This is an optimization exercise on Yosys and OpenROAD, whose aim is a short achievable clock period and few clock cycles per item, not a production implementation. In this exercise RTL edits were held to simulation tests only and were not proved equivalent to the original.

**run.sh**
```bash
#!/bin/bash
# synth_recipe.tcl (not shown) runs the flow's synth.tcl, then flattens the netlist and writes it again
# the make line also repeats each setting of config.mk as NAME=value (left out here)
make -C /OpenROAD-flow-scripts/flow DESIGN_CONFIG=/design/flow/config.mk WORK_HOME=/design/flow/orfs CLKGATE_MAP_FILE= SYNTH_SCRIPT=/design/flow/synth_recipe.tcl finish
```
**config.mk**
```make
export PLATFORM = sky130hd
export DESIGN_NAME = router
export DESIGN_NICKNAME = router
export VERILOG_FILES = /design/flow/design.v
export SDC_FILE = /design/flow/constraint.sdc
export NUM_CORES = 4
export LEC_CHECK = 0
export CAP_MARGIN = 20
export CORE_MARGIN = 2
export CORE_UTILIZATION = 40
export SLEW_MARGIN = 20
```
**constraint.sdc**
```tcl
create_clock -name core_clock -period 8.5 [get_ports {clk_local}]
set_input_delay 1.7000 -clock core_clock [delete_from_list [all_inputs] [get_ports {clk_local}]]
set_output_delay 1.7000 -clock core_clock [all_outputs]
set_load 0.01 [all_outputs]
```
**design.v**
```verilog
`timescale 1ns/1ps
package noc_pkg;
	localparam int FLIT_WIDTH = 4;
	localparam int PACKET_WIDTH = 32;
	localparam int PACKET_FLITS = PACKET_WIDTH / FLIT_WIDTH;
	localparam int NUM_PORTS = 5;
	localparam int PORT_LOCAL = 0;
	localparam int PORT_NORTH = 1;
	localparam int PORT_SOUTH = 2;
	localparam int PORT_EAST = 3;
	localparam int PORT_WEST = 4;
	localparam logic PS_HEAD = 1'b0;
	localparam logic PS_BODY = 1'b1;
endpackage
`timescale 1ns/1ps
module flit_fifo #(
	parameter int DEPTH = 8
) (
	input logic clk_local,
	input logic reset,
	input logic wr,
	input logic [3:0] wr_flit,
	input logic rd,
	output logic [3:0] rd_flit,
	output logic empty,
	output logic full
);
	localparam int AW = (DEPTH > 1) ? $clog2(DEPTH) : 1;
	localparam int CW = $clog2(DEPTH + 1);
	logic [3:0] mem [DEPTH];
	logic [AW-1:0] wr_ptr;
	logic [AW-1:0] rd_ptr;
	logic [CW-1:0] count;
	logic do_wr;
	logic do_rd;
	assign do_wr = wr && !full;  
	assign do_rd = rd && !empty;
	assign empty = (count == '0);
	assign full = (count == CW'(DEPTH));
	assign rd_flit = mem[rd_ptr];
	always_ff @(posedge clk_local)
	begin
		if (do_wr)
			mem[wr_ptr] <= wr_flit;
	end
	always_ff @(posedge clk_local)
	begin
		if (reset)
		begin
			wr_ptr <= '0;
			rd_ptr <= '0;
			count <= '0;
		end
		else
		begin
			if (do_wr)
				wr_ptr <= (wr_ptr == AW'(DEPTH - 1)) ? '0 : wr_ptr + 1'b1;
			if (do_rd)
				rd_ptr <= (rd_ptr == AW'(DEPTH - 1)) ? '0 : rd_ptr + 1'b1;
			if (do_wr && !do_rd)
				count <= count + 1'b1;
			else if (do_rd && !do_wr)
				count <= count - 1'b1;
		end
	end
endmodule
`timescale 1ns/1ps
module packet_serializer (
	input logic clk_local,
	input logic reset,
	input logic wr,
	input logic [31:0] packet,
	input logic rd,
	output logic [3:0] flit,
	output logic empty,
	output logic full
);
	logic [31:0] shift;
	logic [2:0] idx;
	logic loaded;
	logic accept;
	assign accept = wr && !loaded;  
	assign flit = shift[31:28];
	assign empty = !loaded;
	assign full = loaded;
	always_ff @(posedge clk_local)
	begin
		if (accept)
			shift <= packet;
		else if (rd)
			shift <= {shift[27:0], 4'h0};  
	end
	always_ff @(posedge clk_local)
	begin
		if (reset)
		begin
			loaded <= 1'b0;
			idx <= '0;
		end
		else if (accept)
		begin
			loaded <= 1'b1;
			idx <= '0;
		end
		else if (rd && loaded)
		begin
			idx <= idx + 1'b1;
			if (idx == 3'(noc_pkg::PACKET_FLITS - 1))
				loaded <= 1'b0;
		end
	end
endmodule
`timescale 1ns/1ps
module input_port #(
	parameter logic [1:0] X_COORD = 2'd1,
	parameter logic [1:0] Y_COORD = 2'd1
) (
	input logic clk_local,
	input logic reset,
	input logic empty,
	input logic [3:0] flit_in,
	input logic grant,
	output logic rd,
	output logic [3:0] flit_out,
	output logic send,
	output logic [4:0] request
);
	logic state;
	logic [4:0] dest;
	logic [4:0] route;
	logic [2:0] cnt;
	logic [1:0] dst_x;
	logic [1:0] dst_y;
	assign dst_x = flit_in[3:2];
	assign dst_y = flit_in[1:0];
	always_comb
	begin
		route = '0;
		if (dst_x > X_COORD)
			route[noc_pkg::PORT_EAST] = 1'b1;
		else if (dst_x < X_COORD)
			route[noc_pkg::PORT_WEST] = 1'b1;
		else if (dst_y > Y_COORD)
			route[noc_pkg::PORT_NORTH] = 1'b1;
		else if (dst_y < Y_COORD)
			route[noc_pkg::PORT_SOUTH] = 1'b1;
		else
			route[noc_pkg::PORT_LOCAL] = 1'b1;
	end
	assign request = (state == noc_pkg::PS_BODY) ? dest : '0;
	assign send = (state == noc_pkg::PS_BODY) && grant && !empty;
	assign rd = send;
	assign flit_out = flit_in;
	always_ff @(posedge clk_local)
	begin
		if (state == noc_pkg::PS_HEAD && !empty)
			dest <= route;  
	end
	always_ff @(posedge clk_local)
	begin
		if (reset)
		begin
			state <= noc_pkg::PS_HEAD;
			cnt <= '0;
		end
		else
		begin
			case (state)
				noc_pkg::PS_HEAD:
				begin
					cnt <= '0;
					if (!empty)
						state <= noc_pkg::PS_BODY;
				end
				default:
				begin
					if (send)
					begin
						cnt <= cnt + 1'b1;
						if (cnt == 3'(noc_pkg::PACKET_FLITS - 1))
							state <= noc_pkg::PS_HEAD;  
					end
				end
			endcase
		end
	end
endmodule
`timescale 1ns/1ps
module rr_arbiter (
	input logic clk_local,
	input logic reset,
	input logic [4:0] request,
	input logic dest_full,
	output logic [4:0] grant,
	output logic [2:0] select
);
	logic lock;
	logic [2:0] owner;
	logic [2:0] ptr;
	logic [2:0] base;
	logic [2:0] pick;
	logic pick_valid;
	logic owner_hold;
	function automatic logic [2:0] next_port(input logic [2:0] p);
		if (p == 3'(noc_pkg::NUM_PORTS - 1))
			next_port = 3'd0;
		else
			next_port = p + 3'd1;
	endfunction
	assign owner_hold = lock && request[owner];
	assign base = lock ? next_port(owner) : ptr;
	always_comb
	begin
		logic [2:0] idx;
		idx = base;
		pick = owner;
		pick_valid = 1'b0;
		if (owner_hold)
			pick_valid = 1'b1;
		else
		begin
			for (int i = 0; i < noc_pkg::NUM_PORTS; i++)
			begin
				if (!pick_valid && request[idx])
				begin
					pick = idx;
					pick_valid = 1'b1;
				end
				idx = next_port(idx);
			end
		end
	end
	assign grant = (pick_valid && !dest_full) ? (5'd1 << pick) : 5'd0;
	assign select = pick;
	always_ff @(posedge clk_local)
	begin
		if (reset)
		begin
			lock <= 1'b0;
			owner <= '0;
			ptr <= '0;  
		end
		else if (!dest_full)  
		begin
			if (lock && !request[owner])
				ptr <= next_port(owner);
			if (!owner_hold)
			begin
				lock <= pick_valid;
				if (pick_valid)
					owner <= pick;
			end
		end
	end
endmodule
`timescale 1ns/1ps
module crossbar (
	input logic clk_local,
	input logic reset,
	input logic [19:0] in_flit,    
	input logic [4:0] in_send,
	input logic [14:0] sel,        
	input logic [4:0] sel_valid,
	output logic [24:0] out        
);
	always_ff @(posedge clk_local)
	begin
		for (int o = 0; o < noc_pkg::NUM_PORTS; o++)
		begin
			if (reset)
				out[5*o+4] <= 1'b0;
			else
				out[5*o+4] <= sel_valid[o] && in_send[sel[3*o +: 3]];
			out[5*o +: 4] <= in_flit[4*sel[3*o +: 3] +: 4];  
		end
	end
endmodule
`timescale 1ns/1ps
module router #(
	parameter logic [1:0] X_COORD = 2'd1,
	parameter logic [1:0] Y_COORD = 2'd1,
	parameter int FIFO_DEPTH = 8
) (
	input logic clk_local,
	input logic reset,
	input logic [31:0] local_in,
	input logic write_en_local,
	input logic [4:0] north_in,    
	input logic [4:0] south_in,
	input logic [4:0] east_in,
	input logic [4:0] west_in,
	input logic local_neuron_full,
	input logic north_neighbor_full,
	input logic south_neighbor_full,
	input logic east_neighbor_full,
	input logic west_neighbor_full,
	output logic local_full,
	output logic north_full,
	output logic south_full,
	output logic east_full,
	output logic west_full,
	output logic [4:0] local_out,  
	output logic [4:0] north_out,
	output logic [4:0] south_out,
	output logic [4:0] east_out,
	output logic [4:0] west_out
);
	logic [4:0] src_empty;
	logic [4:0] src_rd;
	logic [19:0] src_flit;         
	logic [19:0] port_flit;
	logic [4:0] port_send;
	logic [4:0] port_grant;
	logic [24:0] port_req;         
	logic [24:0] arb_req;          
	logic [24:0] arb_grant;        
	logic [14:0] arb_sel;
	logic [4:0] arb_valid;
	logic [4:0] dest_full;
	logic [19:0] nb_in;            
	logic [4:1] nb_full;
	logic [24:0] out_link;
	assign nb_in = {west_in, east_in, south_in, north_in};
	assign {west_full, east_full, south_full, north_full} = nb_full;
	assign dest_full = {west_neighbor_full, east_neighbor_full, south_neighbor_full,
		north_neighbor_full, local_neuron_full};
	assign {west_out, east_out, south_out, north_out, local_out} = out_link;
	packet_serializer local_ser_i (
		.clk_local(clk_local),
		.reset(reset),
		.wr(write_en_local),
		.packet(local_in),
		.rd(src_rd[noc_pkg::PORT_LOCAL]),
		.flit(src_flit[3:0]),
		.empty(src_empty[noc_pkg::PORT_LOCAL]),
		.full(local_full)
	);
	for (genvar j = 1; j < noc_pkg::NUM_PORTS; j++)
	begin : g_fifo
		flit_fifo #(.DEPTH(FIFO_DEPTH)) fifo_i (
			.clk_local(clk_local),
			.reset(reset),
			.wr(nb_in[5*j-1]),
			.wr_flit(nb_in[5*j-5 +: 4]),
			.rd(src_rd[j]),
			.rd_flit(src_flit[4*j +: 4]),
			.empty(src_empty[j]),
			.full(nb_full[j])
		);
	end
	for (genvar j = 0; j < noc_pkg::NUM_PORTS; j++)
	begin : g_port
		input_port #(.X_COORD(X_COORD), .Y_COORD(Y_COORD)) port_i (
			.clk_local(clk_local),
			.reset(reset),
			.empty(src_empty[j]),
			.flit_in(src_flit[4*j +: 4]),
			.grant(port_grant[j]),
			.rd(src_rd[j]),
			.flit_out(port_flit[4*j +: 4]),
			.send(port_send[j]),
			.request(port_req[5*j +: 5])
		);
	end
	always_comb
	begin
		for (int j = 0; j < noc_pkg::NUM_PORTS; j++)
		begin
			port_grant[j] = 1'b0;
			for (int k = 0; k < noc_pkg::NUM_PORTS; k++)
			begin
				arb_req[5*k+j] = port_req[5*j+k];
				port_grant[j] = port_grant[j] | arb_grant[5*k+j];
			end
		end
	end
	for (genvar k = 0; k < noc_pkg::NUM_PORTS; k++)
	begin : g_arb
		rr_arbiter arb_i (
			.clk_local(clk_local),
			.reset(reset),
			.request(arb_req[5*k +: 5]),
			.dest_full(dest_full[k]),
			.grant(arb_grant[5*k +: 5]),
			.select(arb_sel[3*k +: 3])
		);
		assign arb_valid[k] = |arb_grant[5*k +: 5];
	end
	crossbar xbar_i (
		.clk_local(clk_local),
		.reset(reset),
		.in_flit(port_flit),
		.in_send(port_send),
		.sel(arb_sel),
		.sel_valid(arb_valid),
		.out(out_link)
	);
endmodule
```
==> results by group <==
Clock tree
  – Root Buffer Master: clkbuf_16
  – # clock sinks: around 320
  – Post-CTS Setup Inserts: 0
  – H-Tree Depth: 2
  – Cts hold-fix bufs: 0
  – Max clock buf depth: 3
  – CTS Buf Count: 35
  – Clock latency on the worst-skew pair: approximately 0.54 ns
  – CTS tree: done
  – Clock Pin Slew Worst Setup and Hold Paths: roughly 0.070 ns

Logic synthesis
  – Gate Count Post-Synth: 2012
  – Synthesized net count: around 2200
  – Post-synth EDFFs: between 150 and 200
  – Post-synthesis sequential area ratio: about two fifths
  – Cell area after synthesis: about 0.020 sq mm
  – FFs w/ async S/R, synth: 0%
  – Mapped Avg Cell Area: 9.954 sq um
  – YS warnings: 6
  – Post-synthesis register bit count: approximately 320
  – Main synth FF type: edfxtp_1
  – Distinct cells, synth: 110

Floorplanning
  – Top Ports: 90
  – Core Rows: 82
  – Placeable Area: around 0.05 sq mm
  – Die H: approximately 230 microns
  – Initial Util: around two fifths
  – DIE WIDTH: about 230 microns
  – Die ar.: about 0.052 sq mm

Worst setup path
  – Crit-path slowest cell: or4_1
  – Crit path DAT: between 8 and 9 ns
  – Crit-path leading delay family: compound AO/OA/AOI/OAI gates
  – WS Path Type: flip-flop to flip-flop
  – Setup crit end kind: flip-flop
  – Data required, critical path: roughly 8.9 ns
  – CP startpoint kind: flip-flop
  – Buf+Inv Stages, Crit Path: 6
  – Critical path fanouts, max: 13
  – Reg2reg start: g_arb[1].arb_i.owner[0]
  – Crit path from: g_arb[1].arb_i.owner[0]
  – Critical Path Max Stage Delay: between 0.6 and 0.7 ns

GRT
  – Largest net degree at the start of global routing: 75
  – Antenna violations before repair: 0
  – First-pass GRT wire length: between 80000 and 90000 microns
  – Tot GR Track Use: ~20%
  – Global route overflow: 0
  – Vias in the first global route: around 16000

STA
  – Fin. Hold Viols: 0
  – Setup Viol. Count Final: 0
  – Fmax achieved: 126.2 MHz
  – Fin Setup TNS: 0 ns
  – Worst hold margin: 0.4487 ns
  – Worst-Margin Slew: about 1 ns
  – Skew final: 0.03160 ns
  – Slew headroom: approximately a third
  – Period utilization: just over 90%
  – Tmin final: 7.926 ns
  – Unrepaired setup endpoints after global routing: no
  – Max-slew violations: 0

Detailed routing
  – Drt drc: 0
  – Final WL: 53870 microns
  – Antenna Nets Post-Route: 0
  – First-pass detailed-route iteration total: 6
  – Via density: 5.849
  – Drt wl/cell: slightly below 20 microns
  – Total number of vias: roughly 16000
  – DR iter-0 viols: 1401

Placed design
  – Port Buffer Count: between 80 and 90
  – GP Congestion: between 0.8 and 0.9
  – Placed Area: between 0.02 and 0.025 sq mm
  – DP Wirelength: between 40000 and 50000 microns

Final layout
  – Post-route cell area: 0.02275 sq mm
  – Layout Area Growth over Synthesis: 13.61%
  – Ratio of cells with drive above 1 in the final layout: between 10% and 20%
  – Fin util: a little under half
  – Layout Nets: between 2000 and 2500
  – N_diodes: 0

Min path
  – HP Class: flip-flop to flip-flop
  – Hold Startpoint: g_arb[0].arb_i.ptr[0]

Job
  – Max Cap Violations: 0

Run status
  – Status: timing/DRC/antenna clean
==> worst register-to-register path, delay by kind of cell (launching register included) <==
| kind | cells | cell delay, ns |
|---|---|---|
| buffers and inverters | 6 | 0.97 |
| and+or+nand+nor | 4 | 1.34 |
| muxes | 1 | 0.24 |
| DFF | 1 | 0.41 |
| xor gates and xnor gates | 2 | 0.29 |
| AOI/OAI and AO/OA | 13 | 3.22 |
| adders and majority gates | 5 | 1.35 |
==> cells in the final DEF, fill, tap and decap left out, types with 35 or more instances in the layout <==
cell type	Yosys	final
mux2i_1	99	99
mux4_2	41	41
mux2_2	71	71
edfxtp_1	185	185
o21ai_0	73	73
a21oi_1	111	110
nor3_1	71	71
clkdlybuf4s50_1	0	88
ha_1	81	81
nand2_1	170	170
clkbuf_16	0	36
dfxtp_1	136	136
a211oi_1	35	35
nor2_1	190	190
inv_1	70	70
nand3_1	38	38
==> layer usage <==
layer | global-route usage (%) | vias to the layer above | part of all wire, %
met3 | 3.275 | 79 | 5.6
li1 | - | 7798 | -
met2 | 33.77 | 466 | 47
met1 | 26.99 | 7899 | 45
met4 | 5.572 | 0 | 2.1
met5 | 0 | - | 0
==> registers in the layout, indices dropped and copies added (netlist names), named ones only <==
signal,cells
g_arb.arb_i.lock,5
g_arb.arb_i.owner,15
g_arb.arb_i.ptr,15
g_fifo.fifo_i.count,16
g_fifo.fifo_i.mem,128
g_fifo.fifo_i.rd_ptr,12
g_fifo.fifo_i.wr_ptr,12
g_port.port_i.cnt,15
g_port.port_i.dest,25
g_port.port_i.state,5
local_ser_i.idx,3
local_ser_i.loaded,1
local_ser_i.shift,32
xbar_i.out,25
==> path summary, 6_finish.rpt <==
check                                   end  slack, ns  cells after the start
setup / recovery  g_fifo[4].fifo_i.count[2]       0.57                     31
hold / removal        g_arb[0].arb_i.ptr[0]       0.45                      2
setup reg to reg  g_fifo[4].fifo_i.count[2]       0.57                     31
hold reg to reg       g_arb[0].arb_i.ptr[0]       0.45                      2
==> cell type report <==
class                           instances  area, sq um
Fill cell                            4664        27010
Multi-Input combinational cell       1518        11060
Timing Repair Buffer                  120         1121
Inverter                               82        310.3
Clock buffer                           46        949.7
Clock inverter                         18        190.2
Tap cell                              672        840.8
Sequential cell                       321         8278
==> logic make-up (layout without fill, tap and decap cells) <==
group           after synthesis  after routing  share of synthesized area, %
simple gates                692            692                         17.12
compound gates              508            508                         18.14
flops                       321            321                         41.33
mux                         215            215                         13.86
buf+inv                     173            266                         3.467
fa+ha+maj                    82             82                         5.160
xor+xnor                     21             21                        0.9184
==> cell usage after synthesis (35+ instances only) <==
library cell	count	area share, %
mux2_2	71	4.0
nand2_1	170	3.2
a211oi_1	35	1.3
a21oi_1	111	2.8
nand3_1	38	0.95
mux2i_1	99	4.9
inv_1	70	1.3
o21ai_0	73	1.8
mux4_2	41	4.6
ha_1	81	5.1
edfxtp_1	185	28
dfxtp_1	136	14
nor2_1	190	3.6
nor3_1	71	1.8
clkbuf_1	60	1.1
==> per-stage QoR <==
step | setup WS (ns) | instances
after global placement | 0.7895 | 2713
after global routing | 0.008111 | 2777
after floorplan | 1.477 | 2012
after detailed placement | 0.6516 | 2713
after CTS | 0.6531 | 2777
final | 0.5741 | 2777
==> timing repair <==
item,in CTS,in global routing
gates resized for setup,0,2
setup endpoints to repair,0,2
endpoints found under the hold margin,0,0
Testbench counts, summed over its fixed seeds: cycles 10,697, packets 3,840.

-- static timing again, ports no longer ideal --
The flow's constraints put no driver on any port. The routed layout listed below was extracted and timed again, unchanged, in two steps. Step 1 (the two cells are an assumption about what drives the block):
set clk [get_ports {clk_local}]
set_driving_cell -lib_cell sky130_fd_sc_hd__clkbuf_16 $clk
set_driving_cell -lib_cell sky130_fd_sc_hd__buf_2 [delete_from_list [all_inputs] $clk]
Step 2 adds t to the input delays and takes it off the output delays; t is the mean of the earliest and latest rising clock arrival at the registers after step 1. Input paths then give back, and output paths get back, about the clock's delay inside the block. Slacks: no drivers / after step 1 / after step 2; pairs: no drivers / after step 1.
t, ns: 0.571
setup WS [ns]: 0.574 / 0.574 / 0.574
slew at the worst register clock pin (ns): 0.07 / 0.07
worst slew at a driven data input, ns: 0.06
After both steps setup and hold are still met in this run. For this run, drivers alone change the setup slack by 0.000 ns; drivers and shift together by 0.000 ns.
